This is an optimization exercise on Yosys and OpenROAD, whose aim is small area, not a production implementation. RTL that was checked went through simulation tests only; none was proved equivalent to the original.

==> flow/design.v <==
`timescale 1ns/1ps
module sw_top (
    input  logic          clk,
    input  logic          reset,
    input  logic          valid_i,
    input  logic [1:0]    data_ref_i,
    input  logic [1:0]    data_query_i,
    output logic          finish_o,
    output logic [20:0]   best_o
);
    logic [6:0]  cnt_q;      
    logic [5:0]  rp_q;       
    logic [3:0]  qp_q;       
    logic        bub_q;      
    logic        loaded, front, take, run, real_cell, row_end, first_row, front_row, first_cell, done;
    assign loaded    = cnt_q[6];
    assign front     = (cnt_q[6:4] == 3'd0);
    assign take      = valid_i & ~loaded;
    assign run       = ~front;
    assign real_cell = run & ~bub_q;
    assign row_end   = (qp_q == 4'd0);
    assign first_row = (rp_q == 6'd1);
    assign front_row = ((rp_q[5:4] == 2'd0) & (rp_q[3:0] != 4'd0)) | (rp_q == 6'd16);
    assign first_cell = first_row & (qp_q == 4'd1);
    assign done      = loaded & first_cell;
    logic [31:0] qry_q;      
    logic [31:0] frt_q;      
    logic [95:0] bck_q;      
    always_ff @(posedge clk) begin
        if ((take & front) | run)
            qry_q <= {qry_q[29:0], run ? qry_q[31:30] : data_query_i};
        if ((take & front) | (real_cell & row_end & front_row))
            frt_q <= {frt_q[29:0], data_ref_i};
        if ((take & ~front) | (real_cell & row_end & ~front_row))
            bck_q <= {bck_q[93:0], data_ref_i};
    end
    logic [1:0] qbase, rbase;
    assign qbase = qry_q[31:30];
    assign rbase = front_row ? frt_q[31:30] : bck_q[95:94];
    logic [3:0] ring_q [0:15];
    logic [3:0] ring_in;
    always_ff @(posedge clk) begin
        ring_q[0] <= ring_in;
        for (int k = 1; k < 16; k++) ring_q[k] <= ring_q[k-1];
    end
    logic [5:0] hl_q;        
    logic [2:0] vv_q;        
    logic       g_q;         
    logic [2:0] dd;
    logic       f;
    logic [2:0] u, l, d4, dd_new, vv_new;
    logic       zx, f_new, g_new, uh, lh, ul;
    logic [5:0] h_new;
    always_comb begin
        if (first_row) begin
            dd = 3'd2;
            f  = 1'b0;
        end else begin
            dd = ring_q[15][3:1];
            f  = ring_q[15][0];
        end
        u = dd + {2'b0, f};
        l = vv_q + {2'b0, g_q};
        zx = (hl_q[5:3] == 3'd0) & (vv_q[2] | vv_q[1]) &
             (hl_q[2:0] == {vv_q[2] & vv_q[1], ~vv_q[1], vv_q[0]});
        uh = u[2];                       
        lh = l[2];                       
        ul = (u >= l);
        if (rbase == qbase) begin
            d4    = 3'd6;
            f_new = (u == 3'd6);
            g_new = (l == 3'd6);
        end else if (uh | lh) begin
            d4    = ul ? u : l;
            f_new = ul;
            g_new = (l >= u);
        end else begin
            d4    = zx ? 3'd4 : 3'd3;   
            f_new = ~zx & (u == 3'd3);
            g_new = ~zx & (l == 3'd3);
        end
        dd_new = d4 - vv_q;
        vv_new = d4 - dd;
        h_new  = hl_q + {3'b0, dd_new} - 6'd2;
        ring_in = real_cell ? {dd_new, f_new} : ring_q[15];
    end
    always_ff @(posedge clk) begin
        if (row_end | ~run) begin
            hl_q <= '0;
            vv_q <= 3'd2;
            g_q  <= 1'b0;
        end else begin
            hl_q <= h_new;
            vv_q <= vv_new;
            g_q  <= g_new;
        end
    end
    logic [5:0] bs_q;
    logic [5:0] br_q;
    logic [3:0] bc_q;
    logic       upd;
    assign upd = real_cell & (first_cell | (h_new > bs_q) |
                 ((h_new == bs_q) & (qp_q != 4'd0) & ((bc_q == 4'd0) | (qp_q < bc_q))));
    always_ff @(posedge clk) begin
        if (upd) begin
            bs_q <= h_new;
            br_q <= rp_q;
            bc_q <= qp_q;
        end
    end
    logic [6:0]  cnt_inc;
    assign cnt_inc = cnt_q + {6'd0, take};
    logic [5:0]  osc_q;      
    logic [9:0]  opos_q;     
    logic        nz;
    assign nz = (osc_q != 6'd0);
    always_ff @(posedge clk) begin
        if (done) opos_q <= {br_q, bc_q};
    end
    always_ff @(posedge clk or posedge reset) begin
        if (reset) begin
            cnt_q <= '0;
            rp_q  <= 6'd1;
            qp_q  <= 4'd1;
            bub_q <= 1'b0;
            osc_q <= '0;
        end else begin
            cnt_q <= {cnt_inc[6] & ~done, cnt_inc[5:0]};
            if (done) osc_q <= bs_q;
            qp_q <= run ? qp_q + 4'd1 : 4'd1;
            rp_q <= rp_q + {5'd0, real_cell & row_end};
            if (run & row_end) begin
                bub_q <= ~loaded & (rp_q[5:1] == 5'b01000);
            end
        end
    end
    assign finish_o = ~run & (qp_q == 4'd2);
    assign best_o   = {2'b00, osc_q,
                       nz & (opos_q[9:4] == 6'd0), nz ? opos_q[9:4] : 6'd0, 1'b0,
                       nz & (opos_q[3:0] == 4'd0), nz ? opos_q[3:0] : 4'd0};
endmodule
==> flow/config.mk <==
export PLATFORM = sky130hd
export DESIGN_NAME = sw_top
export DESIGN_NICKNAME = sw_top
export VERILOG_FILES = /design/flow/design.v
export SDC_FILE = /design/flow/constraint.sdc
export NUM_CORES = 4
export LEC_CHECK = 0
export CAP_MARGIN = 20
export CORE_MARGIN = 2
export CORE_UTILIZATION = 40
export SLEW_MARGIN = 20
==> flow/constraint.sdc <==
create_clock -name core_clock -period 11.0 [get_ports {clk}]
set_input_delay 2.2000 -clock core_clock [delete_from_list [all_inputs] [get_ports {clk}]]
set_output_delay 2.2000 -clock core_clock [all_outputs]
set_load 0.01 [all_outputs]
standard.sh (not shown) runs the stock make flow with config.mk's settings and CLKGATE_MAP_FILE= SYNTH_SCRIPT=/design/flow/synth_recipe.tcl, a recipe that flattens the netlist after the stock synthesis.
==> flow/flow/run.sh <==
#!/bin/bash
# The standard layout (the standard.sh: unchanged synthesis, floorplan,
# power grid and placement) with two knobs changed:
#  - port buffers are sky130_fd_sc_hd__buf_1 instead of the default pick
#  - clock tree synthesis with these options and no dummy loads
# The run's full output goes to standard.log here; ORFS's own per-step logs
# are under orfs/logs/.
set -euo pipefail
export BUFFER_PORTS_ARGS="-buffer_cell sky130_fd_sc_hd__buf_1"
export CTS_ARGS="-sink_clustering_enable -repair_clock_nets -sink_clustering_size 20 -sink_clustering_max_diameter 60 -buf_list sky130_fd_sc_hd__clkbuf_8 -dont_use_dummy_load"
bash standard.sh > standard.log 2>&1
Rerun with:
--- a/flow/design.v
+++ b/flow/design.v
@@ -48,9 +48,9 @@
     logic       g_q;         
     logic [2:0] dd;
     logic       f;
     logic [2:0] u, l, d4, dd_new, vv_new;
-    logic       zx, f_new, g_new, uh, lh, ul;
+    logic       zx, f_new, g_new, uh, lh, ul, lu;
     logic [5:0] h_new;
     always_comb begin
         if (first_row) begin
             dd = 3'd2;
@@ -64,17 +64,22 @@
         zx = (hl_q[5:3] == 3'd0) & (vv_q[2] | vv_q[1]) &
              (hl_q[2:0] == {vv_q[2] & vv_q[1], ~vv_q[1], vv_q[0]});
         uh = u[2];                       
         lh = l[2];                       
-        ul = (u >= l);
+        ul = 1'b1;
+        lu = 1'b1;
+        for (int k = 0; k < 3; k++) begin
+            ul = (u[k] & ~l[k]) | ((u[k] | ~l[k]) & ul);
+            lu = (l[k] & ~u[k]) | ((l[k] | ~u[k]) & lu);
+        end
         if (rbase == qbase) begin
             d4    = 3'd6;
             f_new = (u == 3'd6);
             g_new = (l == 3'd6);
         end else if (uh | lh) begin
             d4    = ul ? u : l;
             f_new = ul;
-            g_new = (l >= u);
+            g_new = lu;
         end else begin
             d4    = zx ? 3'd4 : 3'd3;   
             f_new = ~zx & (u == 3'd3);
             g_new = ~zx & (l == 3'd3);
@@ -98,10 +103,18 @@
     logic [5:0] bs_q;
     logic [5:0] br_q;
     logic [3:0] bc_q;
     logic       upd;
-    assign upd = real_cell & (first_cell | (h_new > bs_q) |
-                 ((h_new == bs_q) & (qp_q != 4'd0) & ((bc_q == 4'd0) | (qp_q < bc_q))));
+    logic       tie;         
+    logic       c_col, c_sc;
+    always_comb begin
+        c_col = 1'b0;
+        for (int k = 0; k < 4; k++) c_col = (bc_q[k] & ~qp_q[k]) | ((bc_q[k] | ~qp_q[k]) & c_col);
+        tie = (qp_q != 4'd0) & ((bc_q == 4'd0) | c_col);
+        c_sc = tie;
+        for (int k = 0; k < 6; k++) c_sc = (h_new[k] & ~bs_q[k]) | ((h_new[k] | ~bs_q[k]) & c_sc);
+    end
+    assign upd = real_cell & (first_cell | c_sc);
     always_ff @(posedge clk) begin
         if (upd) begin
             bs_q <= h_new;
             br_q <= rp_q;
=> The new run produced a clean layout; global-route usage barely changes; sequential share of layout area increases by 0.74 points; setup slack improves by 500 ps; area after synthesis decreases by 1.0%; fmax increases by 7.2%; worst hold slack degrades by 12 ps; critical path depth decreases by 7; count of clock-buffer cells in the layout stays the same; final area decreases by 0.98%; register-to-register slack improves by 500 ps.
No functional check of the RTL was part of any run of this note.


== v6 ==
Another version of the RTL of sw_top (not shown whole).
Size in the first run: roughly 520 cells after synthesis, roughly 280 flip-flops, roughly 29 I/O pins, ~9200 um2 of cells after synthesis.
==> module sw_top, before the edit <==
module sw_top (
    input  logic          clk,
    input  logic          reset,
    input  logic          valid_i,
    input  logic [1:0]    data_ref_i,
    input  logic [1:0]    data_query_i,
    output logic          finish_o,
    output logic [20:0]   best_o
);
    logic [6:0]  cnt_q;      
    logic [5:0]  rp_q;       
    logic [3:0]  qp_q;       
    logic        bub_q;      
    logic        loaded, front, take, run, real_cell, row_end, first_row, front_row, first_cell, done;
    assign loaded    = cnt_q[6];
    assign front     = (cnt_q[6:4] == 3'd0);
    assign take      = valid_i & ~loaded;
    assign run       = ~front;
    assign real_cell = run & ~bub_q;
    assign row_end   = (qp_q == 4'd0);
    assign first_row = (rp_q == 6'd1);
    assign front_row = ((rp_q[5:4] == 2'd0) & (rp_q[3:0] != 4'd0)) | (rp_q == 6'd16);
    assign first_cell = first_row & (qp_q == 4'd1);
    assign done      = loaded & first_cell;
    logic [31:0] qry_q;      
    logic [31:0] frt_q;      
    logic [95:0] bck_q;      
    always_ff @(posedge clk) begin
        if ((take & front) | run)
            qry_q <= {qry_q[29:0], run ? qry_q[31:30] : data_query_i};
        if ((take & front) | (real_cell & row_end & front_row))
            frt_q <= {frt_q[29:0], data_ref_i};
        if ((take & ~front) | (real_cell & row_end & ~front_row))
            bck_q <= {bck_q[93:0], data_ref_i};
    end
    logic [1:0] qbase, rbase;
    assign qbase = qry_q[31:30];
    assign rbase = front_row ? frt_q[31:30] : bck_q[95:94];
    logic [3:0] ring_q [0:15];
    logic [3:0] ring_in;
    always_ff @(posedge clk) begin
        ring_q[0] <= ring_in;
        for (int k = 1; k < 16; k++) ring_q[k] <= ring_q[k-1];
    end
    logic [5:0] hl_q;        
    logic [2:0] vv_q;        
    logic       g_q;         
    logic [2:0] dd;
    logic       f;
    logic [2:0] u, l, d4, dd_new, vv_new;
    logic       zx, f_new, g_new, uh, lh, ul, lu;
    logic [5:0] h_new;
    logic [3:0] dm;
    always_comb begin
        dd = ring_q[15][3:1];
        f  = ring_q[15][0];
        u = dd + {2'b0, f};
        l = vv_q + {2'b0, g_q};
        zx = (hl_q[5:3] == 3'd0) & (vv_q[2] | vv_q[1]) &
             (hl_q[2:0] == {vv_q[2] & vv_q[1], ~vv_q[1], vv_q[0]});
        uh = u[2];                       
        lh = l[2];                       
        ul = 1'b1;
        lu = 1'b1;
        for (int k = 0; k < 3; k++) begin
            ul = (u[k] & ~l[k]) | ((u[k] | ~l[k]) & ul);
            lu = (l[k] & ~u[k]) | ((l[k] | ~u[k]) & lu);
        end
        if (rbase == qbase) begin
            d4    = 3'd6;
            f_new = (u == 3'd6);
            g_new = (l == 3'd6);
        end else if (uh | lh) begin
            d4    = ul ? u : l;
            f_new = ul;
            g_new = lu;
        end else begin
            d4    = zx ? 3'd4 : 3'd3;   
            f_new = ~zx & (u == 3'd3);
            g_new = ~zx & (l == 3'd3);
        end
        dd_new = d4 - vv_q;
        vv_new = d4 - dd;
        dm     = {1'b0, dd_new} - 4'd2;
        h_new  = hl_q + {{2{dm[3]}}, dm};
        ring_in = real_cell ? {dd_new, f_new} : (run ? ring_q[15] : 4'b0100);
    end
    always_ff @(posedge clk) begin
        if (row_end | ~run) begin
            hl_q <= '0;
            vv_q <= 3'd2;
            g_q  <= 1'b0;
        end else begin
            hl_q <= h_new;
            vv_q <= vv_new;
            g_q  <= g_new;
        end
    end
    logic [5:0] bs_q;
    logic [5:0] br_q;
    logic [3:0] bc_q;
    logic       upd;
    logic       tie;         
    logic       c_col, c_sc;
    always_comb begin
        c_col = 1'b0;
        for (int k = 0; k < 4; k++) c_col = (bc_q[k] & ~qp_q[k]) | ((bc_q[k] | ~qp_q[k]) & c_col);
        tie = (qp_q != 4'd0) & ((bc_q == 4'd0) | c_col);
        c_sc = tie;
        for (int k = 0; k < 6; k++) c_sc = (h_new[k] & ~bs_q[k]) | ((h_new[k] | ~bs_q[k]) & c_sc);
    end
    assign upd = real_cell & (first_cell | c_sc);
    always_ff @(posedge clk) begin
        if (upd) begin
            bs_q <= h_new;
            br_q <= rp_q;
            bc_q <= qp_q;
        end
    end
    logic [6:0]  cnt_inc;
    assign cnt_inc = cnt_q + {6'd0, take};
    logic [5:0]  osc_q;      
    logic [9:0]  opos_q;     
    logic        nz;
    assign nz = (osc_q != 6'd0);
    always_ff @(posedge clk) begin
        if (done) opos_q <= {br_q, bc_q};
    end
    always_ff @(posedge clk or posedge reset) begin
        if (reset) begin
            cnt_q <= '0;
            rp_q  <= 6'd1;
            qp_q  <= 4'd1;
            bub_q <= 1'b0;
            osc_q <= '0;
        end else begin
            cnt_q <= {cnt_inc[6] & ~done, cnt_inc[5:0]};
            if (done) osc_q <= bs_q;
            qp_q <= run ? qp_q + 4'd1 : 4'd1;
            rp_q <= rp_q + {5'd0, real_cell & row_end};
            if (run & row_end) begin
                bub_q <= ~loaded & (rp_q[5:1] == 5'b01000);
            end
        end
    end
    assign finish_o = ~run & (qp_q == 4'd2);
    assign best_o   = {2'b00, osc_q,
                       nz & (opos_q[9:4] == 6'd0), nz ? opos_q[9:4] : 6'd0, 1'b0,
                       nz & (opos_q[3:0] == 4'd0), nz ? opos_q[3:0] : 4'd0};
endmodule
Settings: LEC_CHECK=0, CAP_MARGIN=20, CORE_MARGIN=2, CORE_UTILIZATION=40, SLEW_MARGIN=20; clock period 11.0 ns.
Scripts as last shown in full above: flow/flow/run.sh
v6: no failed stages, no open violations at the end
Relative to v6, the following input files were edited for v7:
-- flow/design.v --
<<< v6, line 13
    logic [3:0]  qp_q;       
    logic        bub_q;      
    logic        loaded, front, take, run, real_cell, row_end, first_row, front_row, first_cell, done;
    assign loaded    = cnt_q[6];
    assign front     = (cnt_q[6:4] == 3'd0);
>>> v7, line 13
    logic [3:0]  qp_q;       
    logic        bub_q;      
    logic        loaded, front, take, run, real_cell, row_end, first_row, front_row, done;
    assign loaded    = cnt_q[6];
    assign front     = (cnt_q[6:4] == 3'd0);
<<< v6, line 22
    assign first_row = (rp_q == 6'd1);
    assign front_row = ((rp_q[5:4] == 2'd0) & (rp_q[3:0] != 4'd0)) | (rp_q == 6'd16);
    assign first_cell = first_row & (qp_q == 4'd1);
    assign done      = loaded & first_cell;
    logic [31:0] qry_q;      
    logic [31:0] frt_q;      
>>> v7, line 22
    assign first_row = (rp_q == 6'd1);
    assign front_row = ((rp_q[5:4] == 2'd0) & (rp_q[3:0] != 4'd0)) | (rp_q == 6'd16);
    assign done      = loaded & first_row & (qp_q == 4'd1);
    logic [31:0] qry_q;      
    logic [31:0] frt_q;      
<<< v6, line 50
    logic       f;
    logic [2:0] u, l, d4, dd_new, vv_new;
    logic       zx, f_new, g_new, uh, lh, ul, lu;
    logic [5:0] h_new;
    logic [3:0] dm;
    always_comb begin
        dd = ring_q[15][3:1];
        f  = ring_q[15][0];
        u = dd + {2'b0, f};
        l = vv_q + {2'b0, g_q};
>>> v7, line 49
    logic       f;
    logic [2:0] u, l, d4, dd_new, vv_new;
    logic       zx, f_new, g_new, uh, lh, ul;
    logic [5:0] h_new;
    always_comb begin
        if (first_row) begin
            dd = 3'd2;
            f  = 1'b0;
        end else begin
            dd = ring_q[15][3:1];
            f  = ring_q[15][0];
        end
        u = dd + {2'b0, f};
        l = vv_q + {2'b0, g_q};
<<< v6, line 62
        uh = u[2];                       
        lh = l[2];                       
        ul = 1'b1;
        lu = 1'b1;
        for (int k = 0; k < 3; k++) begin
            ul = (u[k] & ~l[k]) | ((u[k] | ~l[k]) & ul);
            lu = (l[k] & ~u[k]) | ((l[k] | ~u[k]) & lu);
        end
        if (rbase == qbase) begin
            d4    = 3'd6;
>>> v7, line 65
        uh = u[2];                       
        lh = l[2];                       
        ul = (u >= l);
        if (rbase == qbase) begin
            d4    = 3'd6;
<<< v6, line 75
            d4    = ul ? u : l;
            f_new = ul;
            g_new = lu;
        end else begin
            d4    = zx ? 3'd4 : 3'd3;   
>>> v7, line 73
            d4    = ul ? u : l;
            f_new = ul;
            g_new = (l >= u);
        end else begin
            d4    = zx ? 3'd4 : 3'd3;   
<<< v6, line 83
        dd_new = d4 - vv_q;
        vv_new = d4 - dd;
        dm     = {1'b0, dd_new} - 4'd2;
        h_new  = hl_q + {{2{dm[3]}}, dm};
        ring_in = real_cell ? {dd_new, f_new} : (run ? ring_q[15] : 4'b0100);
    end
    always_ff @(posedge clk) begin
>>> v7, line 81
        dd_new = d4 - vv_q;
        vv_new = d4 - dd;
        h_new  = hl_q + {3'b0, dd_new} - 6'd2;
        ring_in = real_cell ? {dd_new, f_new} : ring_q[15];
    end
    always_ff @(posedge clk) begin
<<< v6, line 102
    logic [3:0] bc_q;
    logic       upd;
    logic       tie;         
    logic       c_col, c_sc;
    always_comb begin
        c_col = 1'b0;
        for (int k = 0; k < 4; k++) c_col = (bc_q[k] & ~qp_q[k]) | ((bc_q[k] | ~qp_q[k]) & c_col);
        tie = (qp_q != 4'd0) & ((bc_q == 4'd0) | c_col);
        c_sc = tie;
        for (int k = 0; k < 6; k++) c_sc = (h_new[k] & ~bs_q[k]) | ((h_new[k] | ~bs_q[k]) & c_sc);
    end
    assign upd = real_cell & (first_cell | c_sc);
    always_ff @(posedge clk) begin
        if (upd) begin
            bs_q <= h_new;
            br_q <= rp_q;
>>> v7, line 99
    logic [3:0] bc_q;
    logic       upd;
    assign upd = real_cell & ((h_new > bs_q) |
                 ((h_new == bs_q) & (qp_q != 4'd0) & ((bc_q == 4'd0) | (qp_q < bc_q))));
    always_ff @(posedge clk) begin
        if (!run) begin
            bs_q <= '0;
        end else if (upd) begin
            bs_q <= h_new;
            br_q <= rp_q;
### Flow results
- On final setup slack of the worst path, v7 does worse than v6.
- Total number of multi-input combinational cells: v7 > v6
- Summary: with v6 as the reference, critical path depth in v7 moved up by more than a quarter.
- Delta(multi-input logic area, v7 - v6) > 0
- The final cycle utilization of the critical path number comes out lower for v6 vs v7.
- Die width: lower on v6
- The run showing the greater area occupied by registers is v6.
- Sequential element share of the synthesized area ended up 2.6 points lower on v7 than on v6.
- Final cell count without fillers (v7 / v6): 1.08
- When v7 is measured against v6, its vertical extent of the die turns out 1.9 um higher.

afterwards: timing with drivers on the ports:
The results above use ideal ports. As a check the final layouts listed here were re-extracted and re-timed, cells and wires unchanged.
Step 1 (the two cells are an assumption about what drives the block):
set clk [get_ports {clk}]
set_driving_cell -lib_cell sky130_fd_sc_hd__clkbuf_16 $clk
set_driving_cell -lib_cell sky130_fd_sc_hd__buf_2 [delete_from_list [all_inputs] $clk]
Step 2, shift: input delay + t, output delay - t, t = (earliest + latest rising clock arrival at the registers) / 2. This alone moves slack from input paths to output paths.
a / b / c = ideal / step 1 / step 2; a / b = the first two.
run | t (ns) | setup WS [ns] | hold slack, ns | worst slew at a driven data input, ns
the first run of note 1 | 0.531 | 3.550 / 3.550 / 3.550 | 0.311 / 0.311 / 0.311 | 0.03
the second run of note 1 | 0.534 | 4.051 / 4.051 / 4.051 | 0.299 / 0.299 / 0.299 | 0.04
v6 | 0.539 | 4.872 / 4.872 / 4.872 | 0.300 / 0.300 / 0.300 | 0.04
v7 | 0.539 | 3.303 / 3.303 / 3.303 | 0.329 / 0.329 / 0.329 | 0.03
After both steps every run listed still meets setup and hold.
